This design comes from an exercise in tuning for small area and a short achievable clock period on the open sky130 flow, not from production work.
In this exercise RTL edits were held to simulation tests only and were not proved equivalent to the original.
Power and IR drop assume default switching activity. The flow treats the clock pin as an ideal source, which a real chip does not have.

## block_data_memory
module block_data_memory #(
    parameter int LATENCY    = 5,
    parameter int ADDR_WIDTH = 6,
    parameter int DATA_WIDTH = 32
) (
    input  logic                  CLOCK,
    input  logic                  RESET_N,
    input  logic                  READ,
    input  logic                  WRITE,
    input  logic [ADDR_WIDTH-1:0] ADDRESS,
    input  logic [DATA_WIDTH-1:0] WRITEDATA,
    output logic [DATA_WIDTH-1:0] READDATA,
    output logic                  BUSYWAIT
);
    localparam int DEPTH = 1 << ADDR_WIDTH;    
    localparam int LO_W  = ADDR_WIDTH / 2;     
    localparam int NLO   = 1 << LO_W;          
    localparam int NHI   = 1 << (ADDR_WIDTH - LO_W);
    localparam int NGRP  = DEPTH / 3;          
    logic                  idle_n;       
    logic                  busy_n;       
    logic [LATENCY-1:0]    acc;          
    logic                  clr;          
    logic                  start;        
    logic                  fire;         
    logic [NLO-1:0]        req_lo;       
    logic [NHI-1:0]        req_hi;       
  ...
==> flow/config.mk <==
export PLATFORM = sky130hd
export DESIGN_NAME = block_data_memory
export DESIGN_NICKNAME = block_data_memory
export VERILOG_FILES = /design/flow/design.v
export SDC_FILE = /design/flow/constraint.sdc
export NUM_CORES = 4
export LEC_CHECK = 0
export CAP_MARGIN = 20
export CORE_MARGIN = 2
export CORE_UTILIZATION = 60
export SETUP_SLACK_MARGIN = 3.0
export SLEW_MARGIN = 20
export SYNTH_HIERARCHICAL = 1
==> flow/constraint.sdc <==
create_clock -name core_clock -period 5.5 [get_ports {CLOCK}]
set_input_delay 1.1000 -clock core_clock [delete_from_list [all_inputs] [get_ports {CLOCK}]]
set_output_delay 1.1000 -clock core_clock [all_outputs]
set_load 0.01 [all_outputs]
standard.sh (not shown) runs the stock make flow with config.mk's settings and CLKGATE_MAP_FILE= SYNTH_SCRIPT=/design/flow/synth_recipe.tcl, a recipe that flattens the netlist after the stock synthesis.
==> flow/flow/run.sh <==
#!/bin/bash
# The standard layout (standard.sh, all steps), with one change in clock tree
# synthesis: larger sink clusters (24 sinks, 70 um) and no dummy loads, so the
# tree needs far fewer buffers. The make output goes to standard.log here; each
# step's own log is under orfs/logs/.
set -euo pipefail
here=$(cd "$(dirname "${BASH_SOURCE[0]}")/.." && pwd)
cd "$here"
export CTS_ARGS="-sink_clustering_enable -repair_clock_nets -dont_use_dummy_load -sink_clustering_size 24 -sink_clustering_max_diameter 70"
bash ./standard.sh > "$here/standard.log" 2>&1
The baseline finished clean.
==> next run, changes <==
--- a/flow/flow/run.sh
+++ b/flow/flow/run.sh
@@ -3 +3 @@
-# synthesis: larger sink clusters (24 sinks, 70 um) and no dummy loads, so the
+# synthesis: larger sink clusters (30 sinks, 80 um) and no dummy loads, so the
@@ -9 +9 @@
-export CTS_ARGS="-sink_clustering_enable -repair_clock_nets -dont_use_dummy_load -sink_clustering_size 24 -sink_clustering_max_diameter 70"
+export CTS_ARGS="-sink_clustering_enable -repair_clock_nets -dont_use_dummy_load -sink_clustering_size 30 -sink_clustering_max_diameter 80"
What happened: The new run passed the timing, DRC and antenna checks. Clock-buffer cell count fell by 28. Wire length hardly moves. Sequential share of layout area came out higher by 0.53 points. Combinational power is about the same. Sequential power hardly moves. Setup slack got worse by 0.013 ns. Global-route usage stays flat. First-iteration DRC count came out higher by 3.6%. Clock skew grows by 0.0031 ns.

========
The RTL this note starts from:
==> flow/design.v <==
module block_data_memory #(
    parameter int LATENCY    = 5,
    parameter int ADDR_WIDTH = 6,
    parameter int DATA_WIDTH = 32
) (
    input  logic                  CLOCK,
    input  logic                  RESET_N,
    input  logic                  READ,
    input  logic                  WRITE,
    input  logic [ADDR_WIDTH-1:0] ADDRESS,
    input  logic [DATA_WIDTH-1:0] WRITEDATA,
    output logic [DATA_WIDTH-1:0] READDATA,
    output logic                  BUSYWAIT
);
    localparam int RB   = 2;                       
    localparam int RL   = 1 << RB;                 
    localparam int NR   = 1 << (ADDR_WIDTH - RB);  
    localparam int NGRP = NR / 3;                  
    logic                       idle_n;       
    logic                       busy_n;       
    logic [LATENCY-1:0]         acc;          
    logic                       start;        
    logic                       fire;         
    logic [ADDR_WIDTH-1:0]      req_addr;
    logic [DATA_WIDTH-1:0]      req_data;
    logic                       req_write;    
    logic                       cleared;      
    logic                       clr;          
    logic [DATA_WIDTH-1:0]      wbus;         
    logic [RB-1:0]              rot;          
    logic [RB-1:0]              pos;          
    logic [NR-1:0]              ring_sel;     
    logic [NR-1:0]              wr_word;      
    logic [NR-1:0]              wr_ring;      
    logic                       rd_take;      
    logic [DATA_WIDTH-1:0]      ring [NR][RL];
    logic [DATA_WIDTH-1:0]      rd_word;
    logic [DATA_WIDTH-1:0]      rd_hold;
    assign start = ~idle_n & (READ | WRITE);
    assign fire  = acc[LATENCY-1];
    always_ff @(posedge CLOCK or negedge RESET_N) begin
        if (!RESET_N) begin
            idle_n <= 1'b0;
            busy_n <= 1'b1;
            acc    <= '0;
            rot    <= '0;
            cleared <= 1'b0;
        end else begin
            idle_n <= ~((~idle_n & ~(READ | WRITE)) | (busy_n & idle_n));
            busy_n <= ~(start | (~busy_n & ~fire));
            acc    <= {acc[LATENCY-2:0], start};
            rot    <= rot + 1'b1;
            cleared <= cleared | (rot == '1);
        end
    end
    always_ff @(posedge CLOCK) begin
        if (start) begin
            req_addr  <= ADDRESS;
            req_data  <= WRITEDATA;
        end
    end
    always_ff @(posedge CLOCK or negedge RESET_N) begin
        if (!RESET_N) begin
            req_write <= 1'b0;
        end else if (start) begin
            req_write <= WRITE;
        end
    end
    assign clr  = ~cleared;
    for (genvar b = 0; b < DATA_WIDTH; b++) begin : g_wbus
        bdm_and2 u_and (.a(req_data[b]), .b(cleared), .y(wbus[b]));
    end
    assign pos     = req_addr[RB-1:0] + rot;
    assign rd_take = ~busy_n & (pos == '0);
    always_comb begin
        for (int r = 0; r < NR; r++) begin
            ring_sel[r] = (req_addr[ADDR_WIDTH-1:RB] == (ADDR_WIDTH-RB)'(r));
            wr_word[r]  = req_write & (pos == '1) & ring_sel[r];
        end
    end
    for (genvar r = 0; r < NR; r++) begin : g_wr
        bdm_xor2 u_xor (.a(clr), .b(wr_word[r]), .y(wr_ring[r]));
    end
    always_ff @(posedge CLOCK) begin
        for (int r = 0; r < NR; r++) begin
            ring[r][0] <= wr_ring[r] ? wbus : ring[r][RL-1];
            for (int k = 1; k < RL; k++) begin
                ring[r][k] <= ring[r][k-1];
            end
        end
    end
    for (genvar b = 0; b < DATA_WIDTH; b++) begin : g_bit
        logic [NGRP:0] grp_n;            
        logic [1:0]    l1;
        for (genvar g = 0; g < NGRP; g++) begin : g_grp
            bdm_aoi222 u_aoi (
                .s0(ring_sel[3*g]),   .d0(ring[3*g][0][b]),
                .s1(ring_sel[3*g+1]), .d1(ring[3*g+1][0][b]),
                .s2(ring_sel[3*g+2]), .d2(ring[3*g+2][0][b]),
                .y_n(grp_n[g])
            );
        end
        bdm_nand2 u_last (.a(ring_sel[NR-1]), .b(ring[NR-1][0][b]), .y_n(grp_n[NGRP]));
        bdm_nand3 u_l1_0 (.a(grp_n[0]), .b(grp_n[1]), .c(grp_n[2]), .y_n(l1[0]));
        bdm_nand3 u_l1_1 (.a(grp_n[3]), .b(grp_n[4]), .c(grp_n[5]), .y_n(l1[1]));
        assign rd_word[b] = l1[0] | l1[1];
    end
    always_ff @(posedge CLOCK) begin
        if (rd_take) begin
            rd_hold <= rd_word;
        end
    end
    always_ff @(posedge CLOCK or negedge RESET_N) begin
        if (!RESET_N) begin
            READDATA <= '0;
        end else if (fire && !req_write) begin
            READDATA <= rd_hold;
        end
    end
    logic bw_req_n;
    bdm_o21ai u_bw_req (.a1(READ),   .a2(WRITE),    .b1(RESET_N), .y_n(bw_req_n));
    bdm_o21ai u_bw_out (.a1(idle_n), .a2(bw_req_n), .b1(busy_n),  .y_n(BUSYWAIT));
endmodule
module bdm_aoi222 (
    input  logic s0, d0, s1, d1, s2, d2,
    output logic y_n
);
    assign y_n = ~((s0 & d0) | (s1 & d1) | (s2 & d2));
endmodule
module bdm_nand2 (
    input  logic a, b,
    output logic y_n
);
    assign y_n = ~(a & b);
endmodule
module bdm_nand3 (
    input  logic a, b, c,
    output logic y_n
);
    assign y_n = ~(a & b & c);
endmodule
module bdm_xor2 (
    input  logic a, b,
    output logic y
);
    assign y = a ^ b;
endmodule
module bdm_and2 (
    input  logic a, b,
    output logic y
);
    assign y = a & b;
endmodule
module bdm_o21ai (
    input  logic a1, a2, b1,
    output logic y_n
);
    assign y_n = ~((a1 | a2) & b1);
endmodule
==> flow/config.mk <==
export PLATFORM = sky130hd
export DESIGN_NAME = block_data_memory
export DESIGN_NICKNAME = block_data_memory
export VERILOG_FILES = /design/flow/design.v
export SDC_FILE = /design/flow/constraint.sdc
export NUM_CORES = 4
export LEC_CHECK = 0
export CAP_MARGIN = 20
export CORE_MARGIN = 2
export CORE_UTILIZATION = 60
export SETUP_SLACK_MARGIN = 2.85
export SLEW_MARGIN = 20
export SYNTH_HIERARCHICAL = 1
==> flow/constraint.sdc <==
create_clock -name core_clock -period 5.5 [get_ports {CLOCK}]
set_input_delay 1.1000 -clock core_clock [delete_from_list [all_inputs] [get_ports {CLOCK}]]
set_output_delay 1.1000 -clock core_clock [all_outputs]
set_load 0.01 [all_outputs]
==> flow/flow/run.sh <==
#!/bin/bash
# The standard layout (standard.sh, all steps), with one change in clock tree
# synthesis: larger sink clusters (24 sinks, 70 um) and no dummy loads, so the
# tree needs far fewer buffers. The make output goes to standard.log here; each
# step's own log is under orfs/logs/.
set -euo pipefail
here=$(cd "$(dirname "${BASH_SOURCE[0]}")/.." && pwd)
cd "$here"
export CTS_ARGS="-sink_clustering_enable -repair_clock_nets -dont_use_dummy_load -sink_clustering_size 24 -sink_clustering_max_diameter 70"
bash ./standard.sh > "$here/standard.log" 2>&1
Edit:
SETUP_SLACK_MARGIN = 3.0   (was 2.85)
The changed run finished with timing, DRC and antenna clean.
Non-clock buffer count went up by 20.
Cell area goes up by 3.3%.
Worst setup slack gets better by 0.017 ns.
Register-to-register slack gains 0.02 ns.
Combinational power goes up by 13%.
Worst hold slack improves by 0.013 ns.
Flip-flop and latch count stays the same.
Cell count is higher by 0.32%.
Routed wire length grows by about 6.5%.
Die area does not change.
Utilization came out higher by 2.3 points.

-- separate check: timing with driven ports --
Ports are ideal in the flow. The routed layouts listed here were re-timed in OpenROAD. Step 1 assumes that a clkbuf_16 drives the clock port and a buf_2 every other input. Step 2, shift: input delay + t, output delay - t, t = (earliest + latest rising clock arrival at the registers) / 2. This alone moves slack from input paths to output paths. Three values: no drivers, after step 1, after step 2; two values: the first two.
run | t, ns | slack for setup (ns) | pins driven straight from the clock port
the first run of note 1 | 0.793 | 2.872 / 2.745 / 2.745 | 1
the second run of note 1 | 0.766 | 2.859 / 2.755 / 2.755 | 1
the first run of note 2 | 0.728 | 2.715 / 2.715 / 2.715 | 1
the second run of note 2 | 0.730 | 2.732 / 2.732 / 2.636 | 1
After both steps every run listed still meets setup and hold. For the first run of note 1, which loses most, drivers alone change the setup slack by -0.127 ns; drivers and shift together by -0.127 ns.
